Source: an optimization exercise on an open RTL-to-GDS flow (aim: small area, a short achievable clock period and few clock cycles). Production flows keep margins and buffers that such runs may drop.
Only simulation tests tie the RTL to the original design; equivalence was not proved.

Setup of job 103:
==> flow/design.v (excerpt) <==
module comp_step_engine #(
    parameter int STATE_BYTES = 16,
    parameter int ROM_BYTES   = 82,
    parameter int ADDR_W      = 8,
    parameter int CNT_W       = 8
) (
    input  logic                     clk,
    input  logic                     rst,
    input  logic [8*ROM_BYTES-1:0]   rom,
    input  logic                     cmd_valid,
    output logic                     cmd_ready,
    input  logic [1:0]               cmd_op,
    input  logic                     cmd_rule,
    input  logic [ADDR_W-1:0]        cmd_addr,
    input  logic [CNT_W-1:0]         cmd_count,
    output logic                     busy,
    output logic                     done,
    output logic                     match,
    output logic                     err,
    output logic [8*STATE_BYTES-1:0] state_out
);
    localparam int N     = 8 * STATE_BYTES;
    localparam logic [1:0] OP_LOAD    = 2'd0;
  ...
Size in the first run: ~5400 cells after synthesis, roughly 150 flip-flops, about 810 I/O pins.
clock: 10.0 ns
lec_check: 0
cap_margin: 30
cell_pad_in_sites_detail_placement: 1
core_margin: 2
core_utilization: 35
setup_slack_margin: 4.5
slew_margin: 30
synth_hierarchical: 1
standard.sh (not shown) runs the stock make flow with config.mk's settings and CLKGATE_MAP_FILE= SYNTH_SCRIPT=/design/flow/synth_recipe.tcl, a recipe that flattens the netlist after the stock synthesis.
==> flow/flow/run.sh <==
#!/bin/bash
set -euo pipefail
work=$(pwd)
export FLOW_WORK="$work"
export FLOW_ABC_SCRIPT="$work/flow/area.abc"
bash "$work/standard.sh" SYNTH_SCRIPT="$work/flow/synth_wrap.tcl" \
  BUFFER_PORTS_ARGS="-buffer_cell sky130_fd_sc_hd__buf_1" MATCH_CELL_FOOTPRINT=0 finish > "$work/flow_make.log" 2>&1
==> flow/flow/area.abc <==
&get -n
&st
&dch
&nf -R 1000
&put
==> flow/flow/synth_wrap.tcl <==
proc abc {args} {
  set i [lsearch -exact $args -script]
  set area $args
  if { $i >= 0 } { lset area [expr {$i + 1}] $::env(FLOW_ABC_SCRIPT) }
  yosys abc {*}$args $::env(FLOW_TOP)
  yosys abc {*}$area $::env(FLOW_TOP) %n
}
source $::env(FLOW_WORK)/synth_recipe.tcl
Testbench counts of job 103, summed over its fixed seeds: cycles 7,108.
> inputs changed (job 103 -> job 101)
--- a/flow/design.v
+++ b/flow/design.v
@@ -35,35 +35,34 @@
     assign cmd_ready = ~run_q;
     assign busy      = run_q;
     assign accept    = cmd_valid & ~run_q;
     assign acc_load  = accept & (cmd_op == OP_LOAD);
     assign acc_step  = accept & (cmd_op == OP_STEP);
     assign acc_cmp   = accept & (cmd_op == OP_COMPARE);
     assign done      = done_q;
     assign err       = err_q;
     assign match     = match_q;
     assign state_out = cells_q;
-    localparam int W6 = 79, W65 = 47, W4 = 31, W3 = 23, W2 = 19, W1 = 17;
-    logic [8*W6-1:0]  t6;
+    localparam int W65 = 47, W4 = 31, W3 = 23, W2 = 19, W1 = 17;
     logic [8*W65-1:0] t65_n;
     logic [8*W4-1:0]  t4;
     logic [8*W3-1:0]  t3_n;
     logic [8*W2-1:0]  t2;
     logic [8*W1-1:0]  t1_n;
     logic [STATE_BYTES-1:0] inrange;
-    cse_ao2 #(.W(8*18)) u_s6 (
-        .a(rom[0 +: 8*18]), .b(rom[8*64 +: 8*18]),
-        .sa(~cmd_addr[6]), .sb(cmd_addr[6]), .y(t6[0 +: 8*18]));
-    assign t6[8*18 +: 8*61] = rom[8*18 +: 8*61];
-    cse_aoi2 #(.W(8*W65)) u_s5 (
-        .a(t6[0 +: 8*W65]), .b(t6[8*32 +: 8*W65]),
-        .sa(~cmd_addr[5]), .sb(cmd_addr[5]), .yn(t65_n));
+    wire a6 = cmd_addr[6], a5 = cmd_addr[5];
+    cse_aoi3 #(.W(8*18)) u_s65a (
+        .a(rom[0 +: 8*18]), .b(rom[8*32 +: 8*18]), .c(rom[8*64 +: 8*18]),
+        .sa(~a6 & ~a5), .sb(~a6 & a5), .sc(a6), .yn(t65_n[0 +: 8*18]));
+    cse_aoi2 #(.W(8*29)) u_s65b (
+        .a(rom[8*18 +: 8*29]), .b(rom[8*50 +: 8*29]),
+        .sa(~a5), .sb(a5), .yn(t65_n[8*18 +: 8*29]));
     cse_oai2 #(.W(8*W4)) u_s4 (
         .an(t65_n[0 +: 8*W4]), .bn(t65_n[8*16 +: 8*W4]),
         .sa(cmd_addr[4]), .sb(~cmd_addr[4]), .y(t4));
     cse_aoi2 #(.W(8*W3)) u_s3 (
         .a(t4[0 +: 8*W3]), .b(t4[8*8 +: 8*W3]),
         .sa(~cmd_addr[3]), .sb(cmd_addr[3]), .yn(t3_n));
     cse_oai2 #(.W(8*W2)) u_s2 (
         .an(t3_n[0 +: 8*W2]), .bn(t3_n[8*4 +: 8*W2]),
         .sa(cmd_addr[2]), .sb(~cmd_addr[2]), .y(t2));
     cse_aoi2 #(.W(8*W1)) u_s1 (
@@ -188,27 +187,20 @@
         end
     end
 endmodule
 module cse_aoi2 #(parameter int W = 8) (
     input  logic [W-1:0] a, b,
     input  logic         sa, sb,
     output logic [W-1:0] yn
 );
     assign yn = ~((a & {W{sa}}) | (b & {W{sb}}));
 endmodule
-module cse_ao2 #(parameter int W = 8) (
-    input  logic [W-1:0] a, b,
-    input  logic         sa, sb,
-    output logic [W-1:0] y
-);
-    assign y = (a & {W{sa}}) | (b & {W{sb}});
-endmodule
 module cse_aoi3 #(parameter int W = 8) (
     input  logic [W-1:0] a, b, c,
     input  logic         sa, sb, sc,
     output logic [W-1:0] yn
 );
     assign yn = ~((a & {W{sa}}) | (b & {W{sb}}) | (c & {W{sc}}));
 endmodule
 module cse_oai2 #(parameter int W = 8) (
     input  logic [W-1:0] an, bn,
     input  logic         sa, sb,
### Flow results
- Cell area went up by a few percent going from job 103 to job 101.
- Relative area of clock buffers and inverters in the final design: job 101 vs job 103, no meaningful difference
- Going from job 103 to job 101, the non-clock buffer count was found to have gone up by 175.
- Compared with job 103, job 101 shows worst setup slack after layout lower by 0.29 ns.
- Path length in cells of the critical path was higher in the run labelled job 101.
- In job 101 the filler cell count turned out 4.0% lower than in job 103.
- Looking at global-route wire length before repair across both flows, job 101 is the stronger of the two, with job 103 trailing.
- Diff job 103 -> job 101 | number of vias per cell | up slightly
- [compare] base=job 103 new=job 101: synthesis-to-finish area growth rose by 8.3 points, share of the cycle needed by the critical path after routing now sits higher, initial antenna violation count now larger.
Testbench counts of job 101, summed over its fixed seeds: cycles 7,108.

## port drivers added, routing unchanged
No port has a modelled driver above. Below, the same layouts with a new extraction and two added sets of constraints. Step 1 sets driving cells, clkbuf_16 on the clock port and buf_2 on the other inputs (assumed; they add their load-dependent delay and slew). Step 2 also shifts input and output timing later by t, the mid clock arrival at the registers, as if the neighbouring blocks saw the same clock. a / b / c = ideal / step 1 / step 2; a / b = the first two.
run	t, ns	setup slack, ns	slew at the worst register clock pin (ns)
job 103	0.562	4.409 / 4.440 / 3.878	0.08 / 0.08
job 101	0.547	4.116 / 4.144 / 3.597	0.09 / 0.09
After both steps every run listed still meets setup and hold. The setup slack of job 103, which loses most, moves by +0.031 ns with the drivers and by -0.531 ns with both steps.
